Source: an optimization exercise on an open RTL-to-GDS flow (aim: small area, a short achievable clock period and few clock cycles per item). Production flows keep margins and buffers that such runs may drop. Function was not checked in any run shown here: the RTL went through the layout flow alone.

==> flow/design.v, too long to show whole: its modules and the start of the top module <==
// module lms_seq: 19 lines
// module lms_mac: 1105 lines
// module lms_fa: 11 lines
// module weight_bank: 21 lines
// module lms_weight_update: 29 lines
module lms_weight_update
(
    input  logic                       clk,
    input  logic                       rstn,
    input  logic                       start,      
    input  logic [lms_pkg::ERR_W-1:0]  err,        
    input  logic [lms_pkg::REFS_W-1:0] refs,       
    output logic                       busy,       
    output logic                       done,       
    output logic [lms_pkg::BANK_W-1:0] weights     
);
  // ...
==> flow/flow/run.sh <==
#!/bin/bash
# Standard layout, with plain buffers on the ports instead of the delay
# buffers buffer_ports picks by default.
set -euo pipefail
export BUFFER_PORTS_ARGS="-buffer_cell sky130_fd_sc_hd__buf_2"
bash standard.sh finish > standard_flow.log 2>&1
==> flow/standard.sh <==
#!/bin/bash
# synth_recipe.tcl (not shown) runs the flow's synth.tcl, then flattens the netlist and writes it again
# the make line also repeats each setting of config.mk as NAME=value (left out here)
make -C /OpenROAD-flow-scripts/flow DESIGN_CONFIG=/design/flow/config.mk WORK_HOME=/design/flow/orfs CLKGATE_MAP_FILE= SYNTH_SCRIPT=/design/flow/synth_recipe.tcl "${@:-finish}"
==> flow/config.mk <==
export PLATFORM = sky130hd
export DESIGN_NAME = lms_weight_update
export DESIGN_NICKNAME = lms_weight_update
export VERILOG_FILES = /design/flow/design.v
export SDC_FILE = /design/flow/constraint.sdc
export NUM_CORES = 4
export LEC_CHECK = 0
export CAP_MARGIN = 20
export CORE_MARGIN = 2
export CORE_UTILIZATION = 40
export SLEW_MARGIN = 20
export SYNTH_HIERARCHICAL = 1
export SYNTH_MINIMUM_KEEP_SIZE = 0
==> flow/constraint.sdc <==
create_clock -name core_clock -period 9.0 [get_ports {clk}]
set_input_delay 1.8000 -clock core_clock [delete_from_list [all_inputs] [get_ports {clk}]]
set_output_delay 1.8000 -clock core_clock [all_outputs]
set_load 0.01 [all_outputs]
==> results_dict.tcl, run 1 <==
set metrics [dict create \
    antenna_found_initial 92 \
    core_um2 259000 \
    highest_layer "met5" \
    synth-edff-count 0 \
    crit_path_end "u_bank.g_tap[3].u_mac.qw[15]" \
    initial_core_util 0.401 \
    use_met2 0.392 \
    synth_top_area_frac 0.508 \
    reg_top3 "u_bank.g_tap.u_mac.qw (512), u_bank.g_tap.u_mac.qk (112), u_seq.done (1)" \
    wl_met3_mm 25.5 \
    place_inst 13600 \
    dp_hpwl_mm 242 \
    drive_gt1_frac 0.170 \
    mostFrequentLayoutCell "fa_1" \
    reg2regPathDepth 11 \
    fp.dieH_um 514 \
    synth_seq_area_share 0.158 \
    n_clock_buffer 135 \
    ioPinCount 752 \
    dr_total_vias 72900 \
    worstPathArrival_ns 7.62 \
    die_w_um 514 \
    r2r_slack_ns 4.69 \
    viasPerCell 5.26 \
    path_clk_slew_ns 0.06 \
    cp_common_cell "fa_1" \
    regArea_um2 16400 \
    run_status "complete, no violations" \
    finalHoldViolCount 0 \
    drc 0 \
    preCtsSetupSlack_ns 1.37 \
    gp_congestion 0.905 \
    diodes 74 \
    crit_path_cell_trace "clkbuf_8, buf_12, and2_0, nand2_1, fa_1, fa_1, fa_1, fa_1, fa_1, inv_1, ha_1, inv_1, fa_1, fa_1, xor2_1" \
    wl_mm 309 \
    cp_num_buf_inv 4 \
    cp_data_required_time_ns 9.66 \
    largest_reg_flops 512 \
    clock_sinks 625 \
]
==> inputs of run 2 (changes only) <==
--- a/flow/design.v
+++ b/flow/design.v
@@ -956,178 +956,146 @@
     assign g_0 = qw[0] & pp_0_0;
     assign p_1 = pp_1_0 ^ hs_17;
     assign g_1 = pp_1_0 & hs_17;
     assign p_2 = hc_17 ^ fs_111;
     assign g_2 = hc_17 & fs_111;
     assign p_3 = fc_111 ^ fs_112;
     assign g_3 = fc_111 & fs_112;
     assign gi_0 = g_0 | p_0;
-    assign G0_1 = g_1 | (p_1 & gi_0);
-    assign P0_1 = p_1 & p_0;
-    assign G0_3 = g_3 | (p_3 & g_2);
-    assign P0_3 = p_3 & p_2;
-    assign G1_2 = g_2 | (p_2 & G0_1);
-    assign P1_2 = p_2 & P0_1;
-    assign G1_3 = G0_3 | (P0_3 & G0_1);
-    assign P1_3 = P0_3 & P0_1;
+    lms_gp u_gp_0_1 (.gh(g_1), .ph(p_1), .gl(gi_0), .pl(p_0), .g(G0_1), .p(P0_1));
+    lms_gp u_gp_0_3 (.gh(g_3), .ph(p_3), .gl(g_2), .pl(p_2), .g(G0_3), .p(P0_3));
+    lms_gp u_gp_1_2 (.gh(g_2), .ph(p_2), .gl(G0_1), .pl(P0_1), .g(G1_2), .p(P1_2));
+    lms_gp u_gp_1_3 (.gh(G0_3), .ph(P0_3), .gl(G0_1), .pl(P0_1), .g(G1_3), .p(P1_3));
     assign dw[0] = ~p_0;
     assign dw[1] = p_1 ^ gi_0;
     assign dw[2] = p_2 ^ G0_1;
     assign dw[3] = p_3 ^ G1_2;
     assign dk[1] = G1_3;
     assign p_4 = fc_112 ^ fs_113;
     assign g_4 = fc_112 & fs_113;
     assign p_5 = fc_113 ^ fs_114;
     assign g_5 = fc_113 & fs_114;
     assign p_6 = fc_114 ^ fs_115;
     assign g_6 = fc_114 & fs_115;
     assign p_7 = fc_115 ^ fs_116;
     assign g_7 = fc_115 & fs_116;
     assign gi_4 = g_4 | p_4;
-    assign G0_5 = g_5 | (p_5 & gi_4);
-    assign P0_5 = p_5 & p_4;
-    assign G0_7 = g_7 | (p_7 & g_6);
-    assign P0_7 = p_7 & p_6;
-    assign G1_6 = g_6 | (p_6 & G0_5);
-    assign P1_6 = p_6 & P0_5;
-    assign G1_7 = G0_7 | (P0_7 & G0_5);
-    assign P1_7 = P0_7 & P0_5;
+    lms_gp u_gp_0_5 (.gh(g_5), .ph(p_5), .gl(gi_4), .pl(p_4), .g(G0_5), .p(P0_5));
+    lms_gp u_gp_0_7 (.gh(g_7), .ph(p_7), .gl(g_6), .pl(p_6), .g(G0_7), .p(P0_7));
+    lms_gp u_gp_1_6 (.gh(g_6), .ph(p_6), .gl(G0_5), .pl(P0_5), .g(G1_6), .p(P1_6));
+    lms_gp u_gp_1_7 (.gh(G0_7), .ph(P0_7), .gl(G0_5), .pl(P0_5), .g(G1_7), .p(P1_7));
     assign dw[4] = ~p_4;
     assign dw[5] = p_5 ^ gi_4;
     assign dw[6] = p_6 ^ G0_5;
     assign dw[7] = p_7 ^ G1_6;
     assign dk[2] = G1_7;
     assign p_8 = fc_116 ^ fs_117;
     assign g_8 = fc_116 & fs_117;
     assign p_9 = fc_117 ^ fs_118;
     assign g_9 = fc_117 & fs_118;
     assign p_10 = fc_118 ^ fs_119;
     assign g_10 = fc_118 & fs_119;
     assign p_11 = fc_119 ^ fs_120;
     assign g_11 = fc_119 & fs_120;
     assign gi_8 = g_8 | p_8;
-    assign G0_9 = g_9 | (p_9 & gi_8);
-    assign P0_9 = p_9 & p_8;
-    assign G0_11 = g_11 | (p_11 & g_10);
-    assign P0_11 = p_11 & p_10;
-    assign G1_10 = g_10 | (p_10 & G0_9);
-    assign P1_10 = p_10 & P0_9;
-    assign G1_11 = G0_11 | (P0_11 & G0_9);
-    assign P1_11 = P0_11 & P0_9;
+    lms_gp u_gp_0_9 (.gh(g_9), .ph(p_9), .gl(gi_8), .pl(p_8), .g(G0_9), .p(P0_9));
+    lms_gp u_gp_0_11 (.gh(g_11), .ph(p_11), .gl(g_10), .pl(p_10), .g(G0_11), .p(P0_11));
+    lms_gp u_gp_1_10 (.gh(g_10), .ph(p_10), .gl(G0_9), .pl(P0_9), .g(G1_10), .p(P1_10));
+    lms_gp u_gp_1_11 (.gh(G0_11), .ph(P0_11), .gl(G0_9), .pl(P0_9), .g(G1_11), .p(P1_11));
     assign dw[8] = ~p_8;
     assign dw[9] = p_9 ^ gi_8;
     assign dw[10] = p_10 ^ G0_9;
     assign dw[11] = p_11 ^ G1_10;
     assign dk[3] = G1_11;
     assign p_12 = fc_120 ^ fs_121;
     assign g_12 = fc_120 & fs_121;
     assign p_13 = fc_121 ^ fs_122;
     assign g_13 = fc_121 & fs_122;
     assign p_14 = fc_122 ^ fs_123;
     assign g_14 = fc_122 & fs_123;
     assign p_15 = fc_123 ^ fs_124;
     assign g_15 = fc_123 & fs_124;
     assign gi_12 = g_12 | p_12;
-    assign G0_13 = g_13 | (p_13 & gi_12);
-    assign P0_13 = p_13 & p_12;
-    assign G0_15 = g_15 | (p_15 & g_14);
-    assign P0_15 = p_15 & p_14;
-    assign G1_14 = g_14 | (p_14 & G0_13);
-    assign P1_14 = p_14 & P0_13;
-    assign G1_15 = G0_15 | (P0_15 & G0_13);
-    assign P1_15 = P0_15 & P0_13;
+    lms_gp u_gp_0_13 (.gh(g_13), .ph(p_13), .gl(gi_12), .pl(p_12), .g(G0_13), .p(P0_13));
+    lms_gp u_gp_0_15 (.gh(g_15), .ph(p_15), .gl(g_14), .pl(p_14), .g(G0_15), .p(P0_15));
+    lms_gp u_gp_1_14 (.gh(g_14), .ph(p_14), .gl(G0_13), .pl(P0_13), .g(G1_14), .p(P1_14));
+    lms_gp u_gp_1_15 (.gh(G0_15), .ph(P0_15), .gl(G0_13), .pl(P0_13), .g(G1_15), .p(P1_15));
     assign dw[12] = ~p_12;
     assign dw[13] = p_13 ^ gi_12;
     assign dw[14] = p_14 ^ G0_13;
     assign dw[15] = p_15 ^ G1_14;
     assign dk[4] = G1_15;
     assign p_16 = fc_124 ^ fs_125;
     assign g_16 = fc_124 & fs_125;
     assign p_17 = fc_125 ^ fs_126;
     assign g_17 = fc_125 & fs_126;
     assign p_18 = fc_126 ^ fs_127;
     assign g_18 = fc_126 & fs_127;
     assign p_19 = fc_127 ^ fs_128;
     assign g_19 = fc_127 & fs_128;
     assign gi_16 = g_16 | p_16;
-    assign G0_17 = g_17 | (p_17 & gi_16);
-    assign P0_17 = p_17 & p_16;
-    assign G0_19 = g_19 | (p_19 & g_18);
-    assign P0_19 = p_19 & p_18;
-    assign G1_18 = g_18 | (p_18 & G0_17);
-    assign P1_18 = p_18 & P0_17;
-    assign G1_19 = G0_19 | (P0_19 & G0_17);
-    assign P1_19 = P0_19 & P0_17;
+    lms_gp u_gp_0_17 (.gh(g_17), .ph(p_17), .gl(gi_16), .pl(p_16), .g(G0_17), .p(P0_17));
+    lms_gp u_gp_0_19 (.gh(g_19), .ph(p_19), .gl(g_18), .pl(p_18), .g(G0_19), .p(P0_19));
+    lms_gp u_gp_1_18 (.gh(g_18), .ph(p_18), .gl(G0_17), .pl(P0_17), .g(G1_18), .p(P1_18));
+    lms_gp u_gp_1_19 (.gh(G0_19), .ph(P0_19), .gl(G0_17), .pl(P0_17), .g(G1_19), .p(P1_19));
     assign dw[16] = ~p_16;
     assign dw[17] = p_17 ^ gi_16;
     assign dw[18] = p_18 ^ G0_17;
     assign dw[19] = p_19 ^ G1_18;
     assign dk[5] = G1_19;
     assign p_20 = fc_128 ^ fs_129;
     assign g_20 = fc_128 & fs_129;
     assign p_21 = fs_130 ^ fc_129;
     assign g_21 = fs_130 & fc_129;
     assign p_22 = fc_130 ^ fs_131;
     assign g_22 = fc_130 & fs_131;
     assign p_23 = fs_132 ^ fc_131;
     assign g_23 = fs_132 & fc_131;
     assign gi_20 = g_20 | p_20;
-    assign G0_21 = g_21 | (p_21 & gi_20);
-    assign P0_21 = p_21 & p_20;
-    assign G0_23 = g_23 | (p_23 & g_22);
-    assign P0_23 = p_23 & p_22;
-    assign G1_22 = g_22 | (p_22 & G0_21);
-    assign P1_22 = p_22 & P0_21;
-    assign G1_23 = G0_23 | (P0_23 & G0_21);
-    assign P1_23 = P0_23 & P0_21;
+    lms_gp u_gp_0_21 (.gh(g_21), .ph(p_21), .gl(gi_20), .pl(p_20), .g(G0_21), .p(P0_21));
+    lms_gp u_gp_0_23 (.gh(g_23), .ph(p_23), .gl(g_22), .pl(p_22), .g(G0_23), .p(P0_23));
+    lms_gp u_gp_1_22 (.gh(g_22), .ph(p_22), .gl(G0_21), .pl(P0_21), .g(G1_22), .p(P1_22));
+    lms_gp u_gp_1_23 (.gh(G0_23), .ph(P0_23), .gl(G0_21), .pl(P0_21), .g(G1_23), .p(P1_23));
     assign dw[20] = ~p_20;
     assign dw[21] = p_21 ^ gi_20;
     assign dw[22] = p_22 ^ G0_21;
     assign dw[23] = p_23 ^ G1_22;
     assign dk[6] = G1_23;
     assign p_24 = fs_133 ^ fc_132;
     assign g_24 = fs_133 & fc_132;
     assign p_25 = qw[25] ^ fc_133;
     assign g_25 = qw[25] & fc_133;
     assign p_26 = qw[26] ^ 1'b1;
     assign g_26 = qw[26] & 1'b1;
     assign p_27 = qw[27] ^ 1'b1;
     assign g_27 = qw[27] & 1'b1;
     assign gi_24 = g_24 | p_24;
-    assign G0_25 = g_25 | (p_25 & gi_24);
-    assign P0_25 = p_25 & p_24;
-    assign G0_27 = g_27 | (p_27 & g_26);
-    assign P0_27 = p_27 & p_26;
-    assign G1_26 = g_26 | (p_26 & G0_25);
-    assign P1_26 = p_26 & P0_25;
-    assign G1_27 = G0_27 | (P0_27 & G0_25);
-    assign P1_27 = P0_27 & P0_25;
+    lms_gp u_gp_0_25 (.gh(g_25), .ph(p_25), .gl(gi_24), .pl(p_24), .g(G0_25), .p(P0_25));
+    lms_gp u_gp_0_27 (.gh(g_27), .ph(p_27), .gl(g_26), .pl(p_26), .g(G0_27), .p(P0_27));
+    lms_gp u_gp_1_26 (.gh(g_26), .ph(p_26), .gl(G0_25), .pl(P0_25), .g(G1_26), .p(P1_26));
+    lms_gp u_gp_1_27 (.gh(G0_27), .ph(P0_27), .gl(G0_25), .pl(P0_25), .g(G1_27), .p(P1_27));
     assign dw[24] = ~p_24;
     assign dw[25] = p_25 ^ gi_24;
     assign dw[26] = p_26 ^ G0_25;
     assign dw[27] = p_27 ^ G1_26;
     assign dk[7] = G1_27;
     assign p_28 = qw[28] ^ qk[7];
     assign g_28 = qw[28] & qk[7];
     assign p_29 = qw[29] ^ 1'b1;
     assign g_29 = qw[29] & 1'b1;
     assign p_30 = qw[30] ^ 1'b1;
     assign g_30 = qw[30] & 1'b1;
     assign p_31 = qw[31] ^ 1'b1;
     assign g_31 = qw[31] & 1'b1;
     assign gi_28 = g_28 | p_28;
-    assign G0_29 = g_29 | (p_29 & gi_28);
-    assign P0_29 = p_29 & p_28;
-    assign G0_31 = g_31 | (p_31 & g_30);
-    assign P0_31 = p_31 & p_30;
-    assign G1_30 = g_30 | (p_30 & G0_29);
-    assign P1_30 = p_30 & P0_29;
-    assign G1_31 = G0_31 | (P0_31 & G0_29);
-    assign P1_31 = P0_31 & P0_29;
+    lms_gp u_gp_0_29 (.gh(g_29), .ph(p_29), .gl(gi_28), .pl(p_28), .g(G0_29), .p(P0_29));
+    lms_gp u_gp_0_31 (.gh(g_31), .ph(p_31), .gl(g_30), .pl(p_30), .g(G0_31), .p(P0_31));
+    lms_gp u_gp_1_30 (.gh(g_30), .ph(p_30), .gl(G0_29), .pl(P0_29), .g(G1_30), .p(P1_30));
+    lms_gp u_gp_1_31 (.gh(G0_31), .ph(P0_31), .gl(G0_29), .pl(P0_29), .g(G1_31), .p(P1_31));
     assign dw[28] = ~p_28;
     assign dw[29] = p_29 ^ gi_28;
     assign dw[30] = p_30 ^ G0_29;
     assign dw[31] = p_31 ^ G1_30;
     always_ff @(posedge clk or negedge rstn)
     begin
         if (!rstn)
         begin
@@ -1138,16 +1106,28 @@
         begin
             qw <= dw;
             qk <= dk;
         end
     end
     assign kv = {1'b0, 1'b0, 1'b0, ~qk[7], 1'b0, 1'b0, 1'b0, ~qk[6], 1'b0, 1'b0, 1'b0, ~qk[5], 1'b0, 1'b0, 1'b0, ~qk[4], 1'b0, 1'b0, 1'b0, ~qk[3], 1'b0, 1'b0, 1'b0, ~qk[2], 1'b0, 1'b0, 1'b0, ~qk[1], 1'b0, 1'b0, 1'b0, 1'b0};
     assign w  = ~qw + kv;
 endmodule
+module lms_gp
+(
+    input  logic gh,
+    input  logic ph,
+    input  logic gl,
+    input  logic pl,
+    output logic g,
+    output logic p
+);
+    assign g = gh | (ph & gl);
+    assign p = ph & pl;
+endmodule
 module lms_fa
 (
     input  logic a,
     input  logic b,
     input  logic c,
     output logic s,
     output logic co
 );
==> flow/config.mk (replaced) <==
export PLATFORM = sky130hd
export DESIGN_NAME = lms_weight_update
export DESIGN_NICKNAME = lms_weight_update
export VERILOG_FILES = /design/flow/design.v
export SDC_FILE = /design/flow/constraint.sdc
export NUM_CORES = 4
export LEC_CHECK = 0
export CAP_MARGIN = 20
export CORE_MARGIN = 2
export CORE_UTILIZATION = 55
export SETUP_SLACK_MARGIN = 4.0
export SLEW_MARGIN = 20
export SYNTH_HIERARCHICAL = 1
export SYNTH_MINIMUM_KEEP_SIZE = 0
==> run 2 against run 1 <==
  * Critical path depth unchanged
  * First-iteration DRC count rose by 7.8%
  * Hold slack lost 0.036 ns
  * Register-to-register slack better by 0.25 ns
  * Non-clock buffer count rose by 577
  * Design area increased by 13%
  * Count of clock-buffer cells in the layout shrank 7
  * Final cell count up 4.1%
  * Critical endpoint is now u_bank.g_tap[15].u_mac.qw[15]
  * Still clean on timing, DRC and antenna
==> results_dict.tcl, run 2 <==
set metrics [dict create \
    cp_num_buf_inv 4 \
    antenna_found_initial 80 \
    row_count 162 \
    run_status "complete, no violations" \
    cts_tree "built" \
    end_kind "flop" \
    fin_crit_ns 5.23 \
    dp_hpwl_mm 245 \
    die-area_um2 199000 \
    viasPerCell 5.67 \
    rsz0062_at_grt "yes" \
    regMostFlops "u_bank.g_tap.u_mac.qw" \
    path_depth 15 \
    wl_met3_mm 23.9 \
    crit_path_cell_trace "clkbuf_16, buf_6, buf_6, buf_16, and2_4, nand2_1, fa_1, fa_2, fa_2, fa_1, fa_1, ha_4, a21o_1, a21o_1, xor2_1" \
    wl_met2_mm 168 \
    reg2regPathDepth 11 \
    fin_crit_sh 0.581 \
    worstPathArrival_ns 5.89 \
    wl_per_cell_um 23.7 \
    grt_use_total 0.344 \
    syn_area_um2 108000 \
    slew_headroom 0.333 \
    syn_inst 10300 \
    wl_mm 343 \
    cts.path.max_buffers 3 \
    finalHoldViolCount 0 \
    cts_buffers 94 \
    path_clk_slew_ns 0.06 \
    r2r_start "u_bank.g_tap[11].u_mac.qk[3]" \
    max_freq_mhz 191 \
    clock_sinks 625 \
    grt_max_degree 159 \
    gp_congestion 0.917 \
    setup_viol 0 \
    max_stage_delay_ns 0.60 \
    syn_avg_cell_area_um2 10.4 \
    drv_slew 0 \
    min_from "u_bank.g_tap[8].u_mac.qw[31]" \
    grt_pass1_vias 89900 \
    hold_path.class "flop to flop" \
    antenna_left 0 \
    wl_met1_mm 127 \
    startpoint_type "primary input" \
    highest_layer "met5" \
    crit_fanout 7 \
    min_delay_worst_endpoint "u_bank.g_tap[8].u_mac.qw[31]" \
    holdPathStages 1 \
    drc 0 \
    initial_core_util 0.553 \
    cp_common_cell "fa_1" \
    firstDrtPassIters 7 \
    finClkSkew_ns 0.0194 \
    cts-root-buf "clkbuf_16" \
    r2r_slack_ns 4.94 \
    drive_gt1_frac 0.333 \
    die_w_um 447 \
    hold_ws_ns 0.492 \
    grt_pass1_wl_mm 522 \
    htree_levels 3 \
    nNetsFinal 14900 \
    yosys_warnings 8 \
    cp_data_required_time_ns 9.66 \
    worst_pin_slew_ns 1.00 \
    drtIter0Drc 5149 \
    slowest_stage "fa_1" \
    fp.dieH_um 447 \
    crit_type "primary input to flop" \
    hold_buffers 0 \
    layout_common_cells "nand2_1, fa_1, inv_1" \
    portBuffers 750 \
    ioPinCount 752 \
    path_delay_family "adder cells" \
    grt_overflow 0 \
    r2r-end "u_bank.g_tap[11].u_mac.qw[15]" \
    place_inst 13500 \
    area_growth_pct 21.7 \
    mostFrequentLayoutCell "nand2_1" \
    largest_reg_flops 512 \
    finalNonFillerCells 14500 \
    dr_total_vias 81900 \
    final.setup.tns_ns 0 \
    reg_top3 "u_bank.g_tap.u_mac.qw (512), u_bank.g_tap.u_mac.qk (112), u_seq.done (1)" \
    fin_util 0.673 \
    maxCapViolations 0 \
    core_um2 195000 \
    insertion_delay_ns 0.75 \
]
==> run 2: how the worst max path moves through the flow <==
stage,from,end,slack [ns]
3_5_place_dp,start,u_bank.g_tap[0].u_mac.qw[15],2.04
4_1_cts,u_bank.g_tap[13].u_mac.qk[3],weights[440],3.74
5_1_grt,start,u_bank.g_tap[15].u_mac.qw[15],3.73
2_1_floorplan,start,u_bank.g_tap[0].u_mac.qw[15],3.35
3_3_place_gp,start,u_bank.g_tap[12].u_mac.qw[15],2.14
6_report,start,u_bank.g_tap[15].u_mac.qw[15],3.77
==> run 2: layer usage <==
metal,vias to the layer above,GRT usage
met2,3331,0.566
met1,42800,0.424
met4,26,0.208
li1,34900,-
met3,907,0.0619
met5,-,0
==> run 2: repair_timing <==
action                                  4_1_cts  5_1_grt
gates cloned                                 57       14
endpoints found under the setup margin      498      271
buffers inserted                            468      147
pin swaps                                   301      427
gates resized for setup                     516      492
==> run 2: cell type report <==
type                            instances  area, um^2
Tap cell                             2624        3280
Inverter                              896        3360
Clock buffer                          128        2710
Sequential cell                       625       16400
Antenna cell                           53         133
Clock inverter                         46         627
Multi-Input combinational cell       8668       94000
Fill cell                           15200       63700
Timing Repair Buffer                 1411       10500
==> run 2: metrics by stage <==
step                setup WS (ns)  area (um^2)
floorplan                    3.35       113000
global placement             2.14       117000
detailed placement           2.04       117000
CTS                          3.74       127000
global route                 3.73       131000
finish                       3.77       131000

## separate check: timing with driven ports
Ports are ideal in the flow. The routed layouts listed here were re-timed in OpenROAD. Step 1 assumes that a clkbuf_16 drives the clock port and a buf_2 every other input. Step 2 times the ports against the registers' clock, not the clock port: input delays grow and output delays shrink by t, the midpoint of the rising clock arrivals with the driver on. Slacks: ideal ports / drivers / drivers and shift; pairs: ideal ports / drivers.
run | shift t [ns] | setup slack, ns | worst data-port slew with drivers (ns)
run 1 | 0.844 | 2.044 / 2.100 / 1.256 | 0.21
run 2 | 0.839 | 3.772 / 3.356 / 2.517 | 0.54
After both steps setup and hold are still met in every run listed. The setup slack of run 2, which loses most, moves by -0.416 ns with the drivers and by -1.255 ns with both steps.
